Context: an optimization exercise on an open-source flow, tuned for small area. The choices shown serve that exercise and are no tape-out recipe.
Function was checked by simulation only, so behaviour that the tests miss may differ from the original.

## red
==> flow/design.v (excerpt) <==
module luma_invert_via_yuv (
    input  wire logic       i_clk,
    input  wire logic       i_rst_n,
    input  wire logic       start,
    output logic            busy,
    input  wire logic [7:0] i_red_in,
    input  wire logic [7:0] i_green_in,
    input  wire logic [7:0] i_blue_in,
    input  wire logic [7:0] i_alpha_in,
    input  wire logic       i_last_in,
    output logic            o_valid,
    output logic [7:0]      o_red_out,
    output logic [7:0]      o_green_out,
    output logic [7:0]      o_blue_out,
    output logic [7:0]      o_alpha_out,
    output logic            o_last_out
);
    assign busy = 1'b0;
    logic [3:0] r_vld;
    logic [7:0] r_alpha [4];
    logic       r_last  [4];
    always_ff @(posedge i_clk) begin
        if (!i_rst_n) begin
            r_vld <= 4'd0;
        end else begin
            r_vld <= {r_vld[2:0], start};
        end
        r_alpha[0] <= i_alpha_in;
        r_last[0]  <= i_last_in;
        for (int i = 1; i < 4; i++) begin
            r_alpha[i] <= r_alpha[i-1];
            r_last[i]  <= r_last[i-1];
        end
    end
    assign o_valid     = r_vld[3];
    assign o_alpha_out = r_alpha[3];
    assign o_last_out  = r_last[3];
    logic [0:0] Y_r16;
    logic [0:0] Y_r17;
    logic [0:0] Y_x0_18;
    logic [0:0] Y_x0_19;
    logic [0:0] Y_x0_20;
    logic [0:0] U_x0_15;
    logic [0:0] U_x0_16;
    logic [0:0] U_x0_17;
    logic [0:0] V_x0_16;
    logic [0:0] V_x0_17;
    logic [0:0] V_x0_18;
    logic [7:0] f_yi, f_du, f_dv;
    logic f_vsat;
    logic [0:0] oR_x0_12;
    logic [0:0] oR_x0_13;
    logic [7:0] n_R;
    logic [0:0] oG_r15;
    logic [0:0] oG_r16;
    logic [0:0] oG_r17;
    logic [0:0] oG_r18;
    logic [0:0] oG_x0_19;
    logic [0:0] oG_x0_20;
    logic [0:0] oG_x0_21;
    logic [7:0] n_G;
    logic [0:0] oB_x0_10;
    logic [0:0] oB_x0_11;
    logic [7:0] n_B;
    logic w_0;
    logic w_1;
    logic w_2;
    logic w_3;
    logic w_4;
    logic w_5;
    logic w_6;
    logic w_7;
    logic w_8;
    logic w_9;
    logic w_10, w_11;
    logic w_12, w_13;
    logic w_14, w_15;
    logic w_16, w_17;
    logic w_18, w_19;
    logic w_20, w_21;
    logic w_22, w_23;
    logic w_24;
    logic w_25;
    logic w_26;
    logic w_27;
    logic w_28;
    logic w_29;
    logic w_30;
    logic w_31;
    logic w_32;
    logic w_33;
    logic w_34, w_35;
  ...
For scale: roughly 160 flip-flops, ~13000 um^2 of cells after synthesis.
==> flow/config.mk <==
export PLATFORM = sky130hd
export DESIGN_NAME = luma_invert_via_yuv
export DESIGN_NICKNAME = luma_invert_via_yuv
export VERILOG_FILES = /design/flow/design.v
export SDC_FILE = /design/flow/constraint.sdc
export NUM_CORES = 4
export LEC_CHECK = 0
export ABC_AREA = 0
export CAP_MARGIN = 20
export CORE_MARGIN = 2
export CORE_UTILIZATION = 40
export SLEW_MARGIN = 20
export SYNTH_HIERARCHICAL = 1
export SYNTH_MINIMUM_KEEP_SIZE = 0
==> flow/constraint.sdc <==
create_clock -name core_clock -period 5.5 [get_ports {i_clk}]
set_input_delay 1.1000 -clock core_clock [delete_from_list [all_inputs] [get_ports {i_clk}]]
set_output_delay 1.1000 -clock core_clock [all_outputs]
set_load 0.01 [all_outputs]
standard.sh (not shown) runs the stock make flow with config.mk's settings and CLKGATE_MAP_FILE= SYNTH_SCRIPT=/design/flow/synth_recipe.tcl, a recipe that flattens the netlist after the stock synthesis.
==> flow/flow/run.sh <==
#!/bin/bash
# Standard layout, with the smallest buffer cell for the port buffers and a
# clock tree of smaller buffers without dummy loads.
export BUFFER_PORTS_ARGS="-buffer_cell sky130_fd_sc_hd__buf_1"
export CTS_ARGS="-sink_clustering_enable -repair_clock_nets -dont_use_dummy_load -buf_list sky130_fd_sc_hd__clkbuf_8 -sink_clustering_size 30 -sink_clustering_max_diameter 200 -sink_clustering_levels 3"
bash standard.sh > standard.log 2>&1
### red -> blue
==> flow/flow/run.sh <==
#!/bin/bash
# Standard layout, with the smallest buffer cell for the port buffers and a
# clock tree of smaller buffers without dummy loads.
export BUFFER_PORTS_ARGS="-buffer_cell sky130_fd_sc_hd__buf_1"
export CTS_ARGS="-sink_clustering_enable -repair_clock_nets -dont_use_dummy_load -buf_list sky130_fd_sc_hd__clkbuf_8 -sink_clustering_size 16 -sink_clustering_max_diameter 60"
bash standard.sh > standard.log 2>&1
==> comparison <==
- Area after synthesis: blue vs red identical
- red -> blue: slew of the pin with the lowest slew margin delta 0, exact match
- blue against red: data arrival time of the critical path ~0 delta, hold violation count in the final report held.

========
== run R ==
Starting RTL as in the previous note.
## luma_invert_via_yuv
module luma_invert_via_yuv (
    input  wire logic       i_clk,
    input  wire logic       i_rst_n,
    input  wire logic       start,
    output logic            busy,
    input  wire logic [7:0] i_red_in,
    input  wire logic [7:0] i_green_in,
    input  wire logic [7:0] i_blue_in,
    input  wire logic [7:0] i_alpha_in,
    input  wire logic       i_last_in,
    output logic            o_valid,
    output logic [7:0]      o_red_out,
    output logic [7:0]      o_green_out,
    output logic [7:0]      o_blue_out,
    output logic [7:0]      o_alpha_out,
    output logic            o_last_out
);
export LEC_CHECK = 0
export ABC_AREA = 0
export CAP_MARGIN = 20
export CORE_MARGIN = 2
export CORE_UTILIZATION = 40
export GPL_TIMING_DRIVEN = 0
export SLEW_MARGIN = 20
export SYNTH_HIERARCHICAL = 1
export SYNTH_MINIMUM_KEEP_SIZE = 0
create_clock -name core_clock -period 5.5 [get_ports {i_clk}]
==> flow/flow/run.sh <==
#!/bin/bash
# Standard layout, with the smallest buffer cell for the port buffers and a
# clock tree of smaller buffers without dummy loads.
export BUFFER_PORTS_ARGS="-buffer_cell sky130_fd_sc_hd__buf_1"
export CTS_ARGS="-sink_clustering_enable -repair_clock_nets -dont_use_dummy_load -buf_list sky130_fd_sc_hd__clkbuf_8 -sink_clustering_size 12"
bash standard.sh > standard.log 2>&1
Run R: full flow OK, the timing, design-rule and antenna checks passed
## Diff of input files: run M against run R
- clearing GPL_TIMING_DRIVEN, which used to be 0
The final standard cell area without fillers of run M was superior to that of run R. Taking run R as the reference, in run M critical path depth +2, worst hold path stage count ~0 delta. From run R to run M, share of synthesized cell area in full adder, half adder and majority cells did not move at all. In the reports for run R and run M, the larger relative area change from synthesis to final layout belongs to run R. Going from run R to run M, core utilization held; worst reg-to-reg path cell count went down 1; worst hold slack after final layout went down 0.0093 ns; final period demand of the worst path held.

==> static timing again, ports no longer ideal <==
No port has a modelled driver above. Below, the same layouts with a new extraction and two added sets of constraints. Step 1, drivers: a clkbuf_16 drives i_clk and a buf_2 each remaining input, both assumed. Step 2, shift: input delay + t, output delay - t, t = (earliest + latest rising clock arrival at the registers) / 2. This alone moves slack from input paths to output paths. Three values: no drivers, after step 1, after step 2; two values: the first two.
run	t, ns	setup slack, ns	pins driven straight from the clock port
red	0.479	0.232 / 0.188 / 0.393	1
blue	0.479	0.232 / 0.188 / 0.393	1
run R	0.478	0.232 / 0.198 / 0.232	1
run M	0.479	0.232 / 0.188 / 0.393	1
After both steps setup and hold are still met in every run listed.
